What follows belongs to an exercise in optimizing a design on an open flow for small area, a short achievable clock period and few clock cycles; a production flow would make more cautious choices.
Function was checked by simulation only, so behaviour that the tests miss may differ from the original.

==> run a <==
==> flow/design.v <==
package ejd_pkg;
  localparam int PENDING_DEPTH = 16;
  localparam int ACTIVE_DEPTH  = 16;
  localparam int ID_WIDTH      = 16;
  localparam int QUEUE_DEPTH   = 2;
  localparam int TYPE_W     = 32;
  localparam int DONE_W     = 16;
  localparam int JOB_ID_W   = 16;
  localparam int CMD_W      = 2;
  localparam int STATUS_W   = 3;
  localparam int OP_W       = 2;
  localparam int PEND_IDX_W = $clog2(PENDING_DEPTH);
  localparam int PEND_CNT_W = $clog2(PENDING_DEPTH + 1);
  localparam int ACT_IDX_W  = $clog2(ACTIVE_DEPTH);
  localparam int QPTR_W     = (QUEUE_DEPTH > 1) ? $clog2(QUEUE_DEPTH) : 1;
  localparam int QCNT_W     = $clog2(QUEUE_DEPTH + 1);
  localparam logic [CMD_W-1:0] CMD_SCHED = 2'd0;
  localparam logic [CMD_W-1:0] CMD_DISP  = 2'd1;
  localparam logic [CMD_W-1:0] CMD_DONE  = 2'd2;
  localparam logic [CMD_W-1:0] CMD_NOP   = 2'd3;
  localparam logic [OP_W-1:0] OP_SCHED = 2'd0;
  localparam logic [OP_W-1:0] OP_DISP  = 2'd1;
  localparam logic [OP_W-1:0] OP_DONE  = 2'd2;
  localparam logic [OP_W-1:0] OP_NOP   = 2'd3;
  localparam logic [STATUS_W-1:0] STAT_OK         = 3'd0;
  localparam logic [STATUS_W-1:0] STAT_DISABLED   = 3'd1;
  localparam logic [STATUS_W-1:0] STAT_FULL       = 3'd2;
  localparam logic [STATUS_W-1:0] STAT_NONE       = 3'd3;
  localparam logic [STATUS_W-1:0] STAT_NOT_ACTIVE = 3'd4;
  typedef struct packed {
    logic [CMD_W-1:0]  cmd;
    logic [TYPE_W-1:0] job_type;
    logic              exclusive;
    logic [DONE_W-1:0] done_id;
  } req_t;
  typedef struct packed {
    logic [STATUS_W-1:0] status;
    logic [JOB_ID_W-1:0] job_id;
    logic [TYPE_W-1:0]   out_type;
  } rsp_t;
  typedef struct packed {
    logic [OP_W-1:0]   op;
    logic [TYPE_W-1:0] job_type;
    logic              exclusive;
    logic [DONE_W-1:0] done_id;
  } op_t;
  typedef struct packed {
    logic              excl;
    logic [TYPE_W-1:0] jtype;
  } pend_type_t;
endpackage
module ejd_front (
  input  logic          push,
  output logic          full,
  input  ejd_pkg::req_t req,
  output logic          q_valid,
  output ejd_pkg::op_t  q_data,
  input  logic          q_ready
);
  assign full              = !q_ready;
  assign q_valid           = push;
  assign q_data.op         = req.cmd;
  assign q_data.job_type   = req.job_type;
  assign q_data.exclusive  = req.exclusive;
  assign q_data.done_id    = req.done_id;
endmodule
module ejd_back (
  input  logic          clk,
  input  logic          rst,
  input  logic          q_valid,
  input  ejd_pkg::op_t  q_data,
  output logic          q_ready,
  input  logic          cfg_valid,
  output logic          cfg_ready,
  input  logic          cfg_data,
  output logic          empty,
  input  logic          pop,
  output ejd_pkg::rsp_t rsp
);
  localparam int PD = ejd_pkg::PENDING_DEPTH;
  localparam int AD = ejd_pkg::ACTIVE_DEPTH;
  localparam int TW = ejd_pkg::TYPE_W;
  localparam int IW = ejd_pkg::ID_WIDTH;
  localparam int NO = PD * (PD - 1) / 2;
  logic                   enable;
  logic [IW-1:0]          next_id;
  logic                   out_valid;
  ejd_pkg::rsp_t          out_rsp;
  logic                   slow;       
  logic [IW-1:0]          slow_id;    
  logic [PD-1:0]          pv;
  logic [PD-1:0]          pex;
  logic [PD-1:0]          elig;       
  logic [PD-1:0]          maybe_hit;  
  logic [PD-1:0]          wrapped;    
  logic [PD-1:0][IW-1:0]  pid;
  logic [PD-1:0][TW-1:0]  pty;
  logic [NO-1:0]          older;      
  logic [NO-1:0]          peq;        
  logic [PD-1:0][AD-1:0]  mt;         
  logic [AD-1:0]          av;
  logic [AD-1:0][IW-1:0]  aid;
  logic [AD-1:0][TW-1:0]  aty;
  logic                   go;
  logic                   stall;
  logic                   commit;
  logic                   is_sched, is_disp, is_done;
  logic                   sched_go, disp_go, done_go, wrap_go;
  logic [PD-1:0]          pick;
  logic                   found;
  logic                   pick_wrapped;
  logic [IW-1:0]          pick_id;
  logic [TW-1:0]          pick_type;
  logic [IW-1:0]          look_id;
  logic [AD-1:0]          id_eq;
  logic [AD-1:0]          hitv;
  logic                   anyhit;
  logic [AD-1:0]          afree;
  logic                   anyfree;
  logic [AD-1:0]          slot;
  logic                   disp_ok;
  logic                   done_ok;
  logic [AD-1:0]          kill;
  logic [PD-1:0]          pfree;
  logic                   pfull;
  logic                   sched_ok;
  logic [AD-1:0]          newrow;
  logic [PD-1:0]          newpeq;
  logic [PD-1:0]          newcol;
  logic                   new_blk;
  logic [PD-1:0]          elig_nx;
  logic [IW-1:0]          id_inc;
  ejd_pkg::rsp_t          res;
  assign cfg_ready = 1'b1;
  assign empty     = !out_valid;
  assign rsp       = out_rsp;
  assign id_inc    = next_id + 1'b1;
  assign is_sched  = (q_data.op == ejd_pkg::OP_SCHED);
  assign is_disp   = (q_data.op == ejd_pkg::OP_DISP);
  assign is_done   = (q_data.op == ejd_pkg::OP_DONE);
  assign stall     = !slow && |(elig & maybe_hit);
  assign q_ready   = (!out_valid || pop) && !stall;
  assign commit    = q_valid && q_ready;
  always_comb begin
    for (int i = 0; i < PD; i++) begin
      logic beat;
      beat = 1'b0;
      for (int k = 0; k < PD; k++) begin
        if (k < i) begin
          beat = beat | (elig[k] && older[k * (2 * PD - k - 1) / 2 + (i - k - 1)]);
        end else if (k > i) begin
          beat = beat | (elig[k] && !older[i * (2 * PD - i - 1) / 2 + (k - i - 1)]);
        end
      end
      pick[i] = elig[i] && !beat;
    end
    found = |elig;
  end
  always_comb begin
    pick_id      = '0;
    pick_type    = '0;
    pick_wrapped = 1'b0;
    for (int i = 0; i < PD; i++) begin
      pick_id      = pick_id   | (pid[i] & {IW{pick[i]}});
      pick_type    = pick_type | (pty[i] & {TW{pick[i]}});
      pick_wrapped = pick_wrapped | (pick[i] && wrapped[i]);
    end
  end
  always_comb begin
    if (is_done) begin
      look_id = q_data.done_id;
    end else if (is_disp) begin
      look_id = slow_id;
    end else begin
      look_id = next_id;
    end
    for (int j = 0; j < AD; j++) begin
      id_eq[j] = av[j] && (aid[j] == look_id);
    end
  end
  always_comb begin
    logic seen;
    seen = 1'b0;
    for (int j = 0; j < AD; j++) begin
      afree[j] = !av[j] && !seen;
      seen     = seen | !av[j];
    end
    anyfree = !(&av);
    hitv    = slow ? id_eq : '0;
    anyhit  = |hitv;
    slot    = anyhit ? hitv : afree;
    disp_ok = found && (anyhit || anyfree);
  end
  assign done_ok = (q_data.done_id != '0) && |id_eq;
  always_comb begin
    logic seen;
    seen = 1'b0;
    for (int i = 0; i < PD; i++) begin
      pfree[i] = !pv[i] && !seen;
      seen     = seen | !pv[i];
    end
    pfull    = &pv;
    sched_ok = enable && !pfull;
  end
  assign sched_go = commit && is_sched && sched_ok;
  assign disp_go  = commit && is_disp && disp_ok;
  assign done_go  = commit && is_done && done_ok;
  assign wrap_go  = sched_go && (id_inc == '0);
  always_comb begin
    for (int j = 0; j < AD; j++) begin
      newrow[j] = (q_data.job_type == aty[j]);
    end
    new_blk = |(newrow & av);
    for (int i = 0; i < PD; i++) begin
      newpeq[i] = (q_data.job_type == pty[i]);
    end
    for (int i = 0; i < PD; i++) begin
      logic c;
      c = 1'b0;
      for (int p = 0; p < PD; p++) begin
        if (p < i) begin
          c = c | (pick[p] && peq[p * (2 * PD - p - 1) / 2 + (i - p - 1)]);
        end else if (p > i) begin
          c = c | (pick[p] && peq[i * (2 * PD - i - 1) / 2 + (p - i - 1)]);
        end
      end
      newcol[i] = c;
    end
  end
  always_comb begin
    kill = '0;
    if (done_go) begin
      kill = id_eq;
    end else if (disp_go) begin
      kill = hitv;
    end
    for (int i = 0; i < PD; i++) begin
      if (sched_go && pfree[i]) begin
        elig_nx[i] = !(q_data.exclusive && new_blk);
      end else if (disp_go && pick[i]) begin
        elig_nx[i] = 1'b0;
      end else begin
        elig_nx[i] = pv[i] && !(pex[i] && (|(mt[i] & av & ~kill) || (disp_go && newcol[i])));
      end
    end
  end
  always_comb begin
    res = '0;
    unique case (q_data.op)
      ejd_pkg::OP_SCHED: begin
        if (!enable) begin
          res.status = ejd_pkg::STAT_DISABLED;
        end else if (pfull) begin
          res.status = ejd_pkg::STAT_FULL;
        end else begin
          res.status = ejd_pkg::STAT_OK;
          res.job_id = next_id;
        end
      end
      ejd_pkg::OP_DISP: begin
        if (disp_ok) begin
          res.status   = ejd_pkg::STAT_OK;
          res.job_id   = pick_id;
          res.out_type = pick_type;
        end else begin
          res.status = ejd_pkg::STAT_NONE;
        end
      end
      ejd_pkg::OP_DONE: begin
        res.status = done_ok ? ejd_pkg::STAT_OK : ejd_pkg::STAT_NOT_ACTIVE;
      end
      default: begin
        res.status = ejd_pkg::STAT_OK;
      end
    endcase
  end
  always_ff @(posedge clk) begin
    if (rst) begin
      enable    <= 1'b0;
      next_id   <= IW'(1);
      out_valid <= 1'b0;
      slow      <= 1'b0;
      pv        <= '0;
      elig      <= '0;
      av        <= '0;
    end else begin
      if (cfg_valid) begin
        enable <= cfg_data;
      end
      if (commit) begin
        out_valid <= 1'b1;
      end else if (pop) begin
        out_valid <= 1'b0;
      end
      if (stall) begin
        slow <= 1'b1;
      end else if (commit) begin
        slow <= 1'b0;
      end
      if (commit) begin
        elig <= elig_nx;
      end
      if (sched_go) begin
        pv      <= pv | pfree;
        next_id <= (id_inc == '0) ? IW'(1) : id_inc;
      end
      if (disp_go) begin
        pv <= pv & ~pick;
        av <= av | slot;
      end
      if (done_go) begin
        av <= av & ~id_eq;
      end
    end
  end
  always_ff @(posedge clk) begin
    if (commit) begin
      out_rsp <= res;
    end
    if (stall) begin
      slow_id <= pick_id;
    end
    if (wrap_go) begin
      wrapped <= wrapped | pv;
    end
    if (sched_go) begin
      for (int i = 0; i < PD; i++) begin
        if (pfree[i]) begin
          pid[i]       <= next_id;
          pex[i]       <= q_data.exclusive;
          pty[i]       <= q_data.job_type;
          mt[i]        <= newrow;
          maybe_hit[i] <= |id_eq;
          wrapped[i]   <= wrap_go;
        end
      end
      for (int a = 0; a < PD; a++) begin
        for (int b = a + 1; b < PD; b++) begin
          if (pfree[b]) begin
            older[a * (2 * PD - a - 1) / 2 + (b - a - 1)] <= 1'b1;
            peq[a * (2 * PD - a - 1) / 2 + (b - a - 1)]   <= newpeq[a];
          end
          if (pfree[a]) begin
            older[a * (2 * PD - a - 1) / 2 + (b - a - 1)] <= 1'b0;
            peq[a * (2 * PD - a - 1) / 2 + (b - a - 1)]   <= newpeq[b];
          end
        end
      end
    end
    if (disp_go) begin
      for (int i = 0; i < PD; i++) begin
        if (pick_wrapped || wrapped[i]) begin
          maybe_hit[i] <= 1'b1;
        end
      end
      for (int j = 0; j < AD; j++) begin
        if (slot[j]) begin
          aid[j] <= pick_id;
          aty[j] <= pick_type;
          for (int i = 0; i < PD; i++) begin
            mt[i][j] <= newcol[i];
          end
        end
      end
    end
  end
endmodule
module exclusive_type_job_dispatcher_top (
  input  logic          clk,
  input  logic          rst,
  input  logic          push,
  output logic          full,
  input  ejd_pkg::req_t req,
  output logic          empty,
  input  logic          pop,
  output ejd_pkg::rsp_t rsp,
  input  logic          cfg_valid,
  output logic          cfg_ready,
  input  logic          cfg_data
);
  logic         q_valid;
  ejd_pkg::op_t q_data;
  logic         q_ready;
  ejd_front u_front (
    .push    (push),
    .full    (full),
    .req     (req),
    .q_valid (q_valid),
    .q_data  (q_data),
    .q_ready (q_ready)
  );
  ejd_back u_back (
    .clk       (clk),
    .rst       (rst),
    .q_valid   (q_valid),
    .q_data    (q_data),
    .q_ready   (q_ready),
    .cfg_valid (cfg_valid),
    .cfg_ready (cfg_ready),
    .cfg_data  (cfg_data),
    .empty     (empty),
    .pop       (pop),
    .rsp       (rsp)
  );
endmodule
==> flow/run.sh <==
#!/bin/bash
# synth_recipe.tcl (not shown) runs the flow's synth.tcl, then flattens the netlist and writes it again
# the make line also repeats each setting of config.mk as NAME=value (left out here)
make -C /OpenROAD-flow-scripts/flow DESIGN_CONFIG=/design/flow/config.mk WORK_HOME=/design/flow/orfs CLKGATE_MAP_FILE= SYNTH_SCRIPT=/design/flow/synth_recipe.tcl finish
==> flow/config.mk <==
export PLATFORM = sky130hd
export DESIGN_NAME = exclusive_type_job_dispatcher_top
export DESIGN_NICKNAME = exclusive_type_job_dispatcher_top
export VERILOG_FILES = /design/flow/design.v
export SDC_FILE = /design/flow/constraint.sdc
export NUM_CORES = 4
export LEC_CHECK = 0
export CAP_MARGIN = 20
export CORE_MARGIN = 2
export CORE_UTILIZATION = 45
export PLACE_DENSITY = 0.6
export SLEW_MARGIN = 20
==> flow/constraint.sdc <==
create_clock -name core_clock -period 7.0 [get_ports {clk}]
set_input_delay 1.4000 -clock core_clock [delete_from_list [all_inputs] [get_ports {clk}]]
set_output_delay 1.4000 -clock core_clock [all_outputs]
set_load 0.01 [all_outputs]
==> run b: changes against run a <==
--- a/flow/design.v
+++ b/flow/design.v
@@ -85,8 +85,13 @@
   logic                   enable;
   logic [IW-1:0]          next_id;
-  logic                   out_valid;
+  logic                   out_valid;   
   ejd_pkg::rsp_t          out_rsp;
+  logic                   sk_valid;    
+  ejd_pkg::rsp_t          sk_rsp;
+  logic                   busy;        
+  logic                   st2;        
   logic                   slow;       
   logic [IW-1:0]          slow_id;    
+  logic [AD-1:0]          slow_hit;   
   logic [PD-1:0]          pv;
   logic [PD-1:0]          pex;
@@ -102,6 +107,8 @@
   logic [AD-1:0][IW-1:0]  aid;
   logic [AD-1:0][TW-1:0]  aty;
-  logic                   go;
   logic                   stall;
+  logic                   stall_nx;
+  logic                   slow_nx;
+  logic                   sk_nx;
   logic                   commit;
   logic                   is_sched, is_disp, is_done;
@@ -139,7 +146,6 @@
   assign is_disp   = (q_data.op == ejd_pkg::OP_DISP);
   assign is_done   = (q_data.op == ejd_pkg::OP_DONE);
-  assign stall     = !slow && |(elig & maybe_hit);
-  assign q_ready   = (!out_valid || pop) && !stall;
-  assign commit    = q_valid && q_ready;
+  assign q_ready   = !busy;
+  assign commit    = q_valid && !busy;
   always_comb begin
     for (int i = 0; i < PD; i++) begin
@@ -168,8 +174,8 @@
   end
   always_comb begin
-    if (is_done) begin
-      look_id = q_data.done_id;
-    end else if (is_disp) begin
+    if (st2) begin
       look_id = slow_id;
+    end else if (is_done) begin
+      look_id = q_data.done_id;
     end else begin
       look_id = next_id;
@@ -187,5 +193,5 @@
     end
     anyfree = !(&av);
-    hitv    = slow ? id_eq : '0;
+    hitv    = slow ? slow_hit : '0;
     anyhit  = |hitv;
     slot    = anyhit ? hitv : afree;
@@ -241,5 +247,5 @@
         elig_nx[i] = 1'b0;
       end else begin
-        elig_nx[i] = pv[i] && !(pex[i] && (|(mt[i] & av & ~kill) || (disp_go && newcol[i])));
+        elig_nx[i] = pv[i] && !(pex[i] && |(mt[i] & av & ~kill)) && !(pex[i] && disp_go && newcol[i]);
       end
     end
@@ -275,4 +281,18 @@
     endcase
   end
+  always_comb begin
+    if (st2) begin
+      slow_nx = 1'b1;
+    end else if (commit) begin
+      slow_nx = 1'b0;
+    end else begin
+      slow_nx = slow;
+    end
+    stall_nx = !stall && !st2 && !slow_nx && (
+                 |((elig | ((done_go || (disp_go && anyhit)) ? pv : '0)) & maybe_hit) ||
+                 (sched_go && |id_eq) ||
+                 (disp_go && |(pv & wrapped)));
+    sk_nx = (commit && out_valid && !pop) || (sk_valid && !pop);
+  end
   always_ff @(posedge clk) begin
     if (rst) begin
@@ -280,4 +300,8 @@
       next_id   <= IW'(1);
       out_valid <= 1'b0;
+      sk_valid  <= 1'b0;
+      stall     <= 1'b0;
+      st2       <= 1'b0;
+      busy      <= 1'b0;
       slow      <= 1'b0;
       pv        <= '0;
@@ -288,14 +312,14 @@
         enable <= cfg_data;
       end
-      if (commit) begin
+      if (commit || sk_valid) begin
         out_valid <= 1'b1;
       end else if (pop) begin
         out_valid <= 1'b0;
       end
-      if (stall) begin
-        slow <= 1'b1;
-      end else if (commit) begin
-        slow <= 1'b0;
-      end
+      sk_valid <= sk_nx;
+      slow     <= slow_nx;
+      stall    <= stall_nx;
+      st2      <= stall;
+      busy     <= stall_nx || stall || sk_nx;
       if (commit) begin
         elig <= elig_nx;
@@ -315,34 +339,51 @@
   end
   always_ff @(posedge clk) begin
-    if (commit) begin
+    if (sk_valid) begin
+      if (pop) begin
+        out_rsp <= sk_rsp;
+      end
+    end else if (commit && (!out_valid || pop)) begin
       out_rsp <= res;
     end
+    if (commit && out_valid && !pop) begin
+      sk_rsp <= res;
+    end
     if (stall) begin
       slow_id <= pick_id;
     end
+    if (st2) begin
+      slow_hit <= id_eq;
+    end
     if (wrap_go) begin
       wrapped <= wrapped | pv;
     end
-    if (sched_go) begin
-      for (int i = 0; i < PD; i++) begin
-        if (pfree[i]) begin
-          pid[i]       <= next_id;
-          pex[i]       <= q_data.exclusive;
-          pty[i]       <= q_data.job_type;
-          mt[i]        <= newrow;
-          maybe_hit[i] <= |id_eq;
-          wrapped[i]   <= wrap_go;
+    for (int i = 0; i < PD; i++) begin
+      if (pfree[i]) begin
+        pid[i]       <= next_id;
+        pex[i]       <= q_data.exclusive;
+        pty[i]       <= q_data.job_type;
+        mt[i]        <= newrow;
+        maybe_hit[i] <= |id_eq;
+        wrapped[i]   <= wrap_go;
+      end
+    end
+    for (int a = 0; a < PD; a++) begin
+      for (int b = a + 1; b < PD; b++) begin
+        if (pfree[b]) begin
+          older[a * (2 * PD - a - 1) / 2 + (b - a - 1)] <= 1'b1;
+          peq[a * (2 * PD - a - 1) / 2 + (b - a - 1)]   <= newpeq[a];
+        end
+        if (pfree[a]) begin
+          older[a * (2 * PD - a - 1) / 2 + (b - a - 1)] <= 1'b0;
+          peq[a * (2 * PD - a - 1) / 2 + (b - a - 1)]   <= newpeq[b];
         end
       end
-      for (int a = 0; a < PD; a++) begin
-        for (int b = a + 1; b < PD; b++) begin
-          if (pfree[b]) begin
-            older[a * (2 * PD - a - 1) / 2 + (b - a - 1)] <= 1'b1;
-            peq[a * (2 * PD - a - 1) / 2 + (b - a - 1)]   <= newpeq[a];
-          end
-          if (pfree[a]) begin
-            older[a * (2 * PD - a - 1) / 2 + (b - a - 1)] <= 1'b0;
-            peq[a * (2 * PD - a - 1) / 2 + (b - a - 1)]   <= newpeq[b];
-          end
+    end
+    for (int j = 0; j < AD; j++) begin
+      if (afree[j] || (disp_go && hitv[j])) begin
+        aid[j] <= pick_id;
+        aty[j] <= pick_type;
+        for (int i = 0; i < PD; i++) begin
+          mt[i][j] <= newcol[i];
         end
       end
@@ -354,13 +395,4 @@
         end
       end
-      for (int j = 0; j < AD; j++) begin
-        if (slot[j]) begin
-          aid[j] <= pick_id;
-          aty[j] <= pick_type;
-          for (int i = 0; i < PD; i++) begin
-            mt[i][j] <= newcol[i];
-          end
-        end
-      end
     end
   end
--- a/flow/config.mk
+++ b/flow/config.mk
@@ -10,3 +10,5 @@
 export CORE_UTILIZATION = 45
 export PLACE_DENSITY = 0.6
+export SETUP_SLACK_MARGIN = 4.0
 export SLEW_MARGIN = 20
+export TNS_END_PERCENT = 5
==> run c: changes against run a <==
--- a/flow/design.v
+++ b/flow/design.v
@@ -85,8 +85,12 @@
   logic                   enable;
   logic [IW-1:0]          next_id;
-  logic                   out_valid;
+  logic                   out_valid;   
   ejd_pkg::rsp_t          out_rsp;
+  logic                   busy;        
+  logic                   st2;        
   logic                   slow;       
   logic [IW-1:0]          slow_id;    
+  logic [AD-1:0]          slow_hit;   
+  logic                   slow_any;   
   logic [PD-1:0]          pv;
   logic [PD-1:0]          pex;
@@ -102,6 +106,7 @@
   logic [AD-1:0][IW-1:0]  aid;
   logic [AD-1:0][TW-1:0]  aty;
-  logic                   go;
   logic                   stall;
+  logic                   stall_nx;
+  logic                   slow_nx;
   logic                   commit;
   logic                   is_sched, is_disp, is_done;
@@ -113,8 +118,10 @@
   logic [TW-1:0]          pick_type;
   logic [IW-1:0]          look_id;
-  logic [AD-1:0]          id_eq;
+  logic [AD-1:0]          id_eq;      
+  logic [AD-1:0]          dhit;       
   logic [AD-1:0]          hitv;
   logic                   anyhit;
-  logic [AD-1:0]          afree;
+  logic [AD-1:0]          afree;      
+  logic [AD-1:0]          afree_nx;
   logic                   anyfree;
   logic [AD-1:0]          slot;
@@ -122,5 +129,6 @@
   logic                   done_ok;
   logic [AD-1:0]          kill;
-  logic [PD-1:0]          pfree;
+  logic [PD-1:0]          pfree;      
+  logic [PD-1:0]          pfree_nx;
   logic                   pfull;
   logic                   sched_ok;
@@ -139,6 +147,5 @@
   assign is_disp   = (q_data.op == ejd_pkg::OP_DISP);
   assign is_done   = (q_data.op == ejd_pkg::OP_DONE);
-  assign stall     = !slow && |(elig & maybe_hit);
-  assign q_ready   = (!out_valid || pop) && !stall;
+  assign q_ready   = (!out_valid || pop) && !busy;
   assign commit    = q_valid && q_ready;
   always_comb begin
@@ -168,38 +175,42 @@
   end
   always_comb begin
-    if (is_done) begin
-      look_id = q_data.done_id;
-    end else if (is_disp) begin
-      look_id = slow_id;
-    end else begin
-      look_id = next_id;
-    end
+    look_id = st2 ? slow_id : next_id;
     for (int j = 0; j < AD; j++) begin
       id_eq[j] = av[j] && (aid[j] == look_id);
+      dhit[j]  = av[j] && (aid[j] == q_data.done_id);
     end
   end
   always_comb begin
-    logic seen;
-    seen = 1'b0;
-    for (int j = 0; j < AD; j++) begin
-      afree[j] = !av[j] && !seen;
-      seen     = seen | !av[j];
-    end
     anyfree = !(&av);
-    hitv    = slow ? id_eq : '0;
-    anyhit  = |hitv;
+    hitv    = slow ? slow_hit : '0;
+    anyhit  = slow && slow_any;
     slot    = anyhit ? hitv : afree;
     disp_ok = found && (anyhit || anyfree);
   end
-  assign done_ok = (q_data.done_id != '0) && |id_eq;
+  assign done_ok = (q_data.done_id != '0) && |dhit;
+  assign pfull    = &pv;
+  assign sched_ok = enable && !pfull;
   always_comb begin
-    logic seen;
+    logic [PD-1:0] pu;
+    logic [AD-1:0] au;
+    logic          seen;
+    pu   = pv | pfree;
     seen = 1'b0;
     for (int i = 0; i < PD; i++) begin
-      pfree[i] = !pv[i] && !seen;
-      seen     = seen | !pv[i];
+      pfree_nx[i] = !pu[i] && !seen;
+      seen        = seen | !pu[i];
+    end
+    if (!sched_go) begin
+      pfree_nx = (disp_go && pfull) ? pick : pfree;
+    end
+    au   = av | afree;
+    seen = 1'b0;
+    for (int j = 0; j < AD; j++) begin
+      afree_nx[j] = !au[j] && !seen;
+      seen        = seen | !au[j];
+    end
+    if (!(disp_go && !anyhit)) begin
+      afree_nx = (done_go && !anyfree) ? dhit : afree;
     end
-    pfull    = &pv;
-    sched_ok = enable && !pfull;
   end
   assign sched_go = commit && is_sched && sched_ok;
@@ -231,5 +242,5 @@
     kill = '0;
     if (done_go) begin
-      kill = id_eq;
+      kill = dhit;
     end else if (disp_go) begin
       kill = hitv;
@@ -241,5 +252,5 @@
         elig_nx[i] = 1'b0;
       end else begin
-        elig_nx[i] = pv[i] && !(pex[i] && (|(mt[i] & av & ~kill) || (disp_go && newcol[i])));
+        elig_nx[i] = pv[i] && !(pex[i] && |(mt[i] & av & ~kill)) && !(pex[i] && disp_go && newcol[i]);
       end
     end
@@ -275,4 +286,17 @@
     endcase
   end
+  always_comb begin
+    if (st2) begin
+      slow_nx = 1'b1;
+    end else if (commit) begin
+      slow_nx = 1'b0;
+    end else begin
+      slow_nx = slow;
+    end
+    stall_nx = !stall && !st2 && !slow_nx && (
+                 |((elig | ((done_go || (disp_go && anyhit)) ? pv : '0)) & maybe_hit) ||
+                 (sched_go && |id_eq) ||
+                 (disp_go && |(pv & wrapped)));
+  end
   always_ff @(posedge clk) begin
     if (rst) begin
@@ -280,8 +304,13 @@
       next_id   <= IW'(1);
       out_valid <= 1'b0;
+      stall     <= 1'b0;
+      st2       <= 1'b0;
+      busy      <= 1'b0;
       slow      <= 1'b0;
       pv        <= '0;
       elig      <= '0;
       av        <= '0;
+      pfree     <= PD'(1);
+      afree     <= AD'(1);
     end else begin
       if (cfg_valid) begin
@@ -293,12 +322,13 @@
         out_valid <= 1'b0;
       end
-      if (stall) begin
-        slow <= 1'b1;
-      end else if (commit) begin
-        slow <= 1'b0;
-      end
+      slow     <= slow_nx;
+      stall    <= stall_nx;
+      st2      <= stall;
+      busy     <= stall_nx || stall;
       if (commit) begin
         elig <= elig_nx;
       end
+      pfree <= pfree_nx;
+      afree <= afree_nx;
       if (sched_go) begin
         pv      <= pv | pfree;
@@ -310,5 +340,5 @@
       end
       if (done_go) begin
-        av <= av & ~id_eq;
+        av <= av & ~dhit;
       end
     end
@@ -321,28 +351,39 @@
       slow_id <= pick_id;
     end
+    if (st2) begin
+      slow_hit <= id_eq;
+      slow_any <= |id_eq;
+    end
     if (wrap_go) begin
       wrapped <= wrapped | pv;
     end
-    if (sched_go) begin
-      for (int i = 0; i < PD; i++) begin
-        if (pfree[i]) begin
-          pid[i]       <= next_id;
-          pex[i]       <= q_data.exclusive;
-          pty[i]       <= q_data.job_type;
-          mt[i]        <= newrow;
-          maybe_hit[i] <= |id_eq;
-          wrapped[i]   <= wrap_go;
+    for (int i = 0; i < PD; i++) begin
+      if (pfree[i]) begin
+        pid[i]       <= next_id;
+        pex[i]       <= q_data.exclusive;
+        pty[i]       <= q_data.job_type;
+        mt[i]        <= newrow;
+        maybe_hit[i] <= |id_eq;
+        wrapped[i]   <= wrap_go;
+      end
+    end
+    for (int a = 0; a < PD; a++) begin
+      for (int b = a + 1; b < PD; b++) begin
+        if (pfree[b]) begin
+          older[a * (2 * PD - a - 1) / 2 + (b - a - 1)] <= 1'b1;
+          peq[a * (2 * PD - a - 1) / 2 + (b - a - 1)]   <= newpeq[a];
+        end
+        if (pfree[a]) begin
+          older[a * (2 * PD - a - 1) / 2 + (b - a - 1)] <= 1'b0;
+          peq[a * (2 * PD - a - 1) / 2 + (b - a - 1)]   <= newpeq[b];
         end
       end
-      for (int a = 0; a < PD; a++) begin
-        for (int b = a + 1; b < PD; b++) begin
-          if (pfree[b]) begin
-            older[a * (2 * PD - a - 1) / 2 + (b - a - 1)] <= 1'b1;
-            peq[a * (2 * PD - a - 1) / 2 + (b - a - 1)]   <= newpeq[a];
-          end
-          if (pfree[a]) begin
-            older[a * (2 * PD - a - 1) / 2 + (b - a - 1)] <= 1'b0;
-            peq[a * (2 * PD - a - 1) / 2 + (b - a - 1)]   <= newpeq[b];
-          end
+    end
+    for (int j = 0; j < AD; j++) begin
+      if (afree[j] || (hitv[j] && commit && is_disp && found)) begin
+        aid[j] <= pick_id;
+        aty[j] <= pick_type;
+        for (int i = 0; i < PD; i++) begin
+          mt[i][j] <= newcol[i];
         end
       end
@@ -354,13 +395,4 @@
         end
       end
-      for (int j = 0; j < AD; j++) begin
-        if (slot[j]) begin
-          aid[j] <= pick_id;
-          aty[j] <= pick_type;
-          for (int i = 0; i < PD; i++) begin
-            mt[i][j] <= newcol[i];
-          end
-        end
-      end
     end
   end
--- a/flow/config.mk
+++ b/flow/config.mk
@@ -8,5 +8,7 @@
 export CAP_MARGIN = 20
 export CORE_MARGIN = 2
-export CORE_UTILIZATION = 45
-export PLACE_DENSITY = 0.6
+export CORE_UTILIZATION = 55
+export PLACE_DENSITY = 0.65
+export SETUP_SLACK_MARGIN = 4.0
 export SLEW_MARGIN = 20
+export TNS_END_PERCENT = 5
==> reports/metrics.csv <==
stage,metric,value,unit
yosys,top post-synthesis cells by area,"edfxtp_1 56%, dfxtp_1 7.2%, xor2_1 6.8%",
timing,slew at the pin with the worst max-slew slack,1.361,ns
placement,Placed Area,105200,um^2
critical_path,RR Startpoint,u_back.pv[1]$_SDFFE_PP0P_,
critical_path,crit path buf inv count,4,
critical_path,Critical Path RT,7.82,ns
timing,final period utilization,82.34,%
critical_path,cell chain of the critical path,buf_2 -> buf_4 -> xor2_2 -> o221ai_2 -> buf_4 -> xor2_1 -> nand4_1 -> nor4_4 -> buf_4 -> nor2b_2 -> a222oi_1 -> nand3_1 -> a2111oi_1 -> o2111ai_1 -> a2111oi_0 -> o21ai_1 -> a21oi_1,
status,status,"complete, no violations",
timing,relative slew slack,8.504,%
global_routing,initial antenna violation count,25,
cts,setup bufs post-CTS,0,
finish,Layout Cells excl Fill,10897,
critical_path,"most used cell, CP",buf_4,
finish,FF+latch count,2214,
routing,metal1 wirelength,153.2,mm
That was run a.
==> reports/metrics.csv <==
stage,metric,value,unit
finish,FF+latch count,2266,
global_routing,GR Layer Usage met2,63.81,%
timing,relative slew slack,17.51,%
routing,metal1 wirelength,156.5,mm
critical_path,RR Startpoint,u_back.elig[8]$_SDFFE_PP0P_,
timing,slew at the pin with the worst max-slew slack,1.236,ns
timing,final period utilization,52.24,%
yosys,top post-synthesis cells by area,"edfxtp_1 58%, xnor2_1 7.4%, xor2_1 5.5%",
critical_path,cell chain of the critical path,buf_12 -> clkinvlp_4 -> buf_4 -> o2111ai_4 -> nor4_4 -> buf_12 -> a222oi_1 -> nand3_2 -> nor3_4 -> buf_12 -> o211ai_1 -> a2111oi_4 -> nand3_1 -> a221oi_2,
finish,sequential cell area share,51.91,%
cts,setup bufs post-CTS,289,
global_routing,initial antenna violation count,31,
finish,Layout Cells excl Fill,11363,
status,status,"complete, no violations",
placement,Placed Area,108900,um^2
That was run c.
==> reports/metrics.csv <==
stage,metric,value,unit
critical_path,cell chain of the critical path,buf_4 -> buf_8 -> xnor2_1 -> nand4_1 -> nor4_4 -> nand2_1 -> o21ai_0,
global_routing,initial antenna violation count,18,
placement,Placed Area,106400,um^2
timing,relative slew slack,25.39,%
critical_path,crit path buf inv count,2,
yosys,top post-synthesis cells by area,"edfxtp_1 61%, xnor2_1 6.5%, xor2_1 4.6%",
finish,FF+latch count,2285,
status,status,"complete, no violations",
cts,setup bufs post-CTS,279,
finish,Layout Cells excl Fill,11463,
That was run b.
Testbench counts of run a, summed over its fixed seeds: cycles 8,008.
Testbench counts of run b, summed over its fixed seeds: cycles 8,008.
Testbench counts of run c, summed over its fixed seeds: cycles 8,008.

[re-timing with driven ports]
The flow's constraints put no driver on any port. The routed layouts listed below were extracted and timed again, unchanged, in two steps.
Step 1, drivers: a clkbuf_16 drives clk and a buf_2 each remaining input, both assumed.
Step 2 times the ports against the registers' clock, not the clock port: input delays grow and output delays shrink by t, the midpoint of the rising clock arrivals with the driver on.
a / b / c = ideal ports / drivers / drivers and shift; a / b = the first two.
| run | t (ns) | slack for setup (ns) | hold WS [ns] | clock arrival spread, ns | cell pins on the clock port's net |
|---|---|---|---|---|---|
| run a | 0.994 | 1.236 / 1.303 / 0.309 | 0.480 / 0.480 / 0.480 | 0.044 / 0.044 | 1 |
| run b | 0.988 | 3.007 / 3.079 / 2.090 | 0.474 / 0.474 / 0.474 | 0.063 / 0.063 | 1 |
| run c | 0.970 | 3.343 / 3.317 / 2.346 | 0.449 / 0.449 / 0.449 | 0.060 / 0.061 | 1 |
After both steps setup and hold are still met in every run listed. The setup slack of run c, which loses most, moves by -0.026 ns with the drivers and by -0.997 ns with both steps.
